From an optimization exercise on the open Yosys and OpenROAD flow, aimed at small area and a short achievable clock period; shortcuts taken in it are not production practice. In this exercise RTL edits were held to simulation tests only and were not proved equivalent to the original.

Setup of v37:
==> flow/design.v <==
module instruction_fetch_unit #(
  parameter int MEM_DEPTH = 64,
  parameter int ADDR_W    = 6
) (
  input  logic              clk,
  input  logic              reset,
  input  logic              Load_En,
  input  logic [31:0]       Load_Data,
  input  logic              Start,
  input  logic              Stall,
  output logic [31:0]       Instruction_Code,
  output logic [ADDR_W-1:0] Instr_Addr,
  output logic              Instr_Valid,
  output logic [ADDR_W:0]   Prog_Len,
  output logic              Load_Full,
  output logic              Done
);
  logic              run_q, done_q;
  logic [ADDR_W:0]   len_q;
  logic              nz_q;      
  logic [ADDR_W-1:0] addr_q;
  logic              last_q;    
  logic              phase_q;   
  logic              load_q;    
  logic              rot_q;     
  logic [31:0]       data_q;    
  logic [31:0]       code_q;
  logic [MEM_DEPTH-1:0][31:0] ring;
  logic              vld_o, done_o, full_o;
  logic [ADDR_W:0]   len_o;
  logic [ADDR_W-1:0] addr_o;
  logic idle, full, load, start, adv, fin, hold, take;
  assign idle  = !run_q && !done_q;
  assign full  = len_q[ADDR_W];
  assign load  = idle && Load_En && !full;
  assign start = !reset && ((idle && !Load_En && Start && nz_q) || (done_q && Start));
  assign adv   = !reset && run_q && !Stall && !last_q;
  assign fin   = run_q && !Stall && last_q;
  assign hold  = !reset && run_q && Stall;
  assign take  = start || adv;
  logic [7:0] mlo_oh, mhi_oh, mlo_gt, mhi_gt;
  logic [31:0] wdata;
  assign wdata = load_q ? (data_q ^ {32{phase_q}}) : ring[0];
  logic [31:0] head;
  always_comb begin
    if (load_q && mlo_oh[0] && mhi_oh[0])
      head = data_q;
    else if (rot_q)
      head = ring[1] ^ {32{phase_q}};
    else
      head = ring[0] ^ {32{phase_q}};
  end
  logic act_q;
  assign act_q = load_q || rot_q;
  logic [MEM_DEPTH-1:0][31:0] ring_d;
  for (genvar g = 0; g < MEM_DEPTH; g++) begin : g_slot
    logic hd, sh, wr;
    ifu_slot_ctrl u_ctrl (
      .act(act_q), .rot(rot_q),
      .lo_oh(mlo_oh[g%8]), .hi_oh(mhi_oh[g/8]), .lo_gt(mlo_gt[g%8]), .hi_gt(mhi_gt[g/8]),
      .hd(hd), .sh(sh), .wr(wr)
    );
    if (g < MEM_DEPTH - 1) begin : g_mid
      ifu_slot_gate u_gate (
        .hd(hd), .sh(sh), .wr(wr),
        .q(ring[g]), .n(ring[g+1]), .w(wdata),
        .d(ring_d[g])
      );
    end else begin : g_end
      ifu_end_gate u_gate (
        .hd(hd), .wr(wr),
        .q(ring[g]), .w(wdata),
        .d(ring_d[g])
      );
    end
  end
  always_ff @(posedge clk) ring <= ring_d;
  always_ff @(posedge clk) begin
    phase_q <= reset ? 1'b0 : !phase_q;
    code_q  <= ({32{take}} & head) | ({32{hold}} & code_q);
    load_q  <= load && !reset;
    rot_q   <= take;
    data_q  <= Load_Data;
    if (reset) begin
      mlo_oh <= '0;
      mhi_oh <= '0;
      mlo_gt <= '0;
      mhi_gt <= '0;
    end else if (load) begin
      if (!nz_q) begin
        mlo_oh <= 8'd1;
        mhi_oh <= 8'd1;
      end else if (mlo_oh[7]) begin
        mlo_oh <= 8'd1;
        mlo_gt <= '0;
        mhi_oh <= {mhi_oh[6:0], 1'b0};
        mhi_gt <= {mhi_gt[6:0], 1'b1};
      end else begin
        mlo_oh <= {mlo_oh[6:0], 1'b0};
        mlo_gt <= {mlo_gt[6:0], 1'b1};
      end
    end
    if (reset) begin
      run_q  <= 1'b0;
      done_q <= 1'b0;
      len_q  <= '0;
      nz_q   <= 1'b0;
      addr_q <= '0;
      last_q <= 1'b0;
    end else begin
      if (load) begin
        len_q <= len_q + (ADDR_W+1)'(1);
        nz_q  <= 1'b1;
      end
      if (start) begin
        run_q  <= 1'b1;
        done_q <= 1'b0;
        addr_q <= '0;
        last_q <= (len_q == (ADDR_W+1)'(1));
      end else if (adv) begin
        addr_q <= addr_q + ADDR_W'(1);
        last_q <= (({1'b0, addr_q} + (ADDR_W+1)'(2)) == len_q);
      end else if (fin) begin
        run_q  <= 1'b0;
        done_q <= 1'b1;
      end
    end
    len_o  <= reset ? '0 : len_q + (ADDR_W+1)'(load);
    full_o <= !reset && (full || (load && (len_q[ADDR_W-1:0] == '1)));
    addr_o <= (reset || start) ? '0 : addr_q + ADDR_W'(adv);
    vld_o  <= !reset && (start || (run_q && !fin));
    done_o <= !reset && (fin || (done_q && !start));
  end
  assign Instruction_Code = code_q;
  assign Instr_Addr       = addr_o;
  assign Instr_Valid      = vld_o;
  assign Prog_Len         = len_o;
  assign Load_Full        = full_o;
  assign Done             = done_o;
endmodule
module ifu_slot_ctrl (
  input  logic act,
  input  logic rot,
  input  logic lo_oh,
  input  logic hi_oh,
  input  logic lo_gt,
  input  logic hi_gt,
  output logic hd,
  output logic sh,
  output logic wr
);
  assign wr = act & lo_oh & hi_oh;
  assign sh = rot & (hi_gt | (hi_oh & lo_gt));
  assign hd = !(wr | sh);
endmodule
module ifu_slot_gate (
  input  logic        hd,
  input  logic        sh,
  input  logic        wr,
  input  logic [31:0] q,
  input  logic [31:0] n,
  input  logic [31:0] w,
  output logic [31:0] d
);
  assign d = ~(({32{hd}} & q) | ({32{sh}} & n) | ({32{wr}} & w));
endmodule
module ifu_end_gate (
  input  logic        hd,
  input  logic        wr,
  input  logic [31:0] q,
  input  logic [31:0] w,
  output logic [31:0] d
);
  assign d = ~(({32{hd}} & q) | ({32{wr}} & w));
endmodule
Settings: LEC_CHECK=0, ABC_CLOCK_PERIOD_IN_PS=2100, CAP_MARGIN=20, CELL_PAD_IN_SITES_DETAIL_PLACEMENT=1, CORE_MARGIN=2, CORE_UTILIZATION=45, CTS_CLUSTER_DIAMETER=80, CTS_CLUSTER_SIZE=24, SETUP_SLACK_MARGIN=2.78, SLEW_MARGIN=20, SYNTH_HIERARCHICAL=1; clock period 5.0 ns.
run.sh (not shown) runs the stock make flow with config.mk's settings and CLKGATE_MAP_FILE= SYNTH_SCRIPT=/design/flow/synth_recipe.tcl, a recipe that flattens the netlist after the stock synthesis.
v37 completed end to end with timing, DRC and antenna clean.
The following lists how v18 was set up differently from v37:
# v37
export LEC_CHECK = 0
export ABC_CLOCK_PERIOD_IN_PS = 2100
export CAP_MARGIN = 20
export CELL_PAD_IN_SITES_DETAIL_PLACEMENT = 1
export CORE_MARGIN = 2
export CORE_UTILIZATION = 45
export CTS_CLUSTER_DIAMETER = 80
export CTS_CLUSTER_SIZE = 24
export SETUP_SLACK_MARGIN = 2.78
export SLEW_MARGIN = 20
export SYNTH_HIERARCHICAL = 1
create_clock -name core_clock -period 5.0 [get_ports {clk}]
# v18
export LEC_CHECK = 0
export ABC_CLOCK_PERIOD_IN_PS = 2100
export CAP_MARGIN = 20
export CELL_PAD_IN_SITES_DETAIL_PLACEMENT = 1
export CORE_MARGIN = 2
export CORE_UTILIZATION = 45
export CTS_CLUSTER_DIAMETER = 80
export CTS_CLUSTER_SIZE = 24
export SETUP_SLACK_MARGIN = 2.85
export SLEW_MARGIN = 20
export SYNTH_HIERARCHICAL = 1
create_clock -name core_clock -period 5.0 [get_ports {clk}]
==> comparison <==
- Total wirelength of the detailed-routed design, v18 and v37, lower one = v37.
- v18 against v37: vertical die dimension shows no meaningful change; total routed wire length on the met1 layer shows an increase of 1.7%; fmax shows an increase of 0.68%; global-route usage shows an increase of 0.87 points; clock network contribution to total cell area shows no meaningful change.
- Max total non-filler cell area in the finished layout across v18 and v37: v18
- Compared with v37, v18 shows a higher initial antenna violation count.
- Going from v37 to v18, post-layout utilization of the core went up, final-layout non-clock buffer area share went up, minimum hold slack did not really move.

[afterwards: timing with drivers on the ports]
Ports are ideal in the flow. The routed layouts listed here were re-timed in OpenROAD. Step 1: set_driving_cell puts a clkbuf_16 on clk and a buf_2 on each other input, an assumption about the parent block. Step 2 times the ports against the registers' clock, not the clock port: input delays grow and output delays shrink by t, the midpoint of the rising clock arrivals with the driver on. a / b / c = no drivers / after step 1 / after step 2; a / b = the first two.
run	shift t [ns]	setup WS [ns]	worst hold slack (ns)	slew at the worst register clock pin (ns)	worst slew at a driven data input, ns
v37	0.841	2.724 / 2.667 / 2.263	0.444 / 0.444 / 0.444	0.10 / 0.10	0.15
v18	0.841	2.740 / 2.657 / 2.253	0.442 / 0.442 / 0.442	0.10 / 0.10	0.15
After both steps setup and hold are still met in every run listed. The setup slack of v18, which loses most, moves by -0.083 ns with the drivers and by -0.487 ns with both steps.
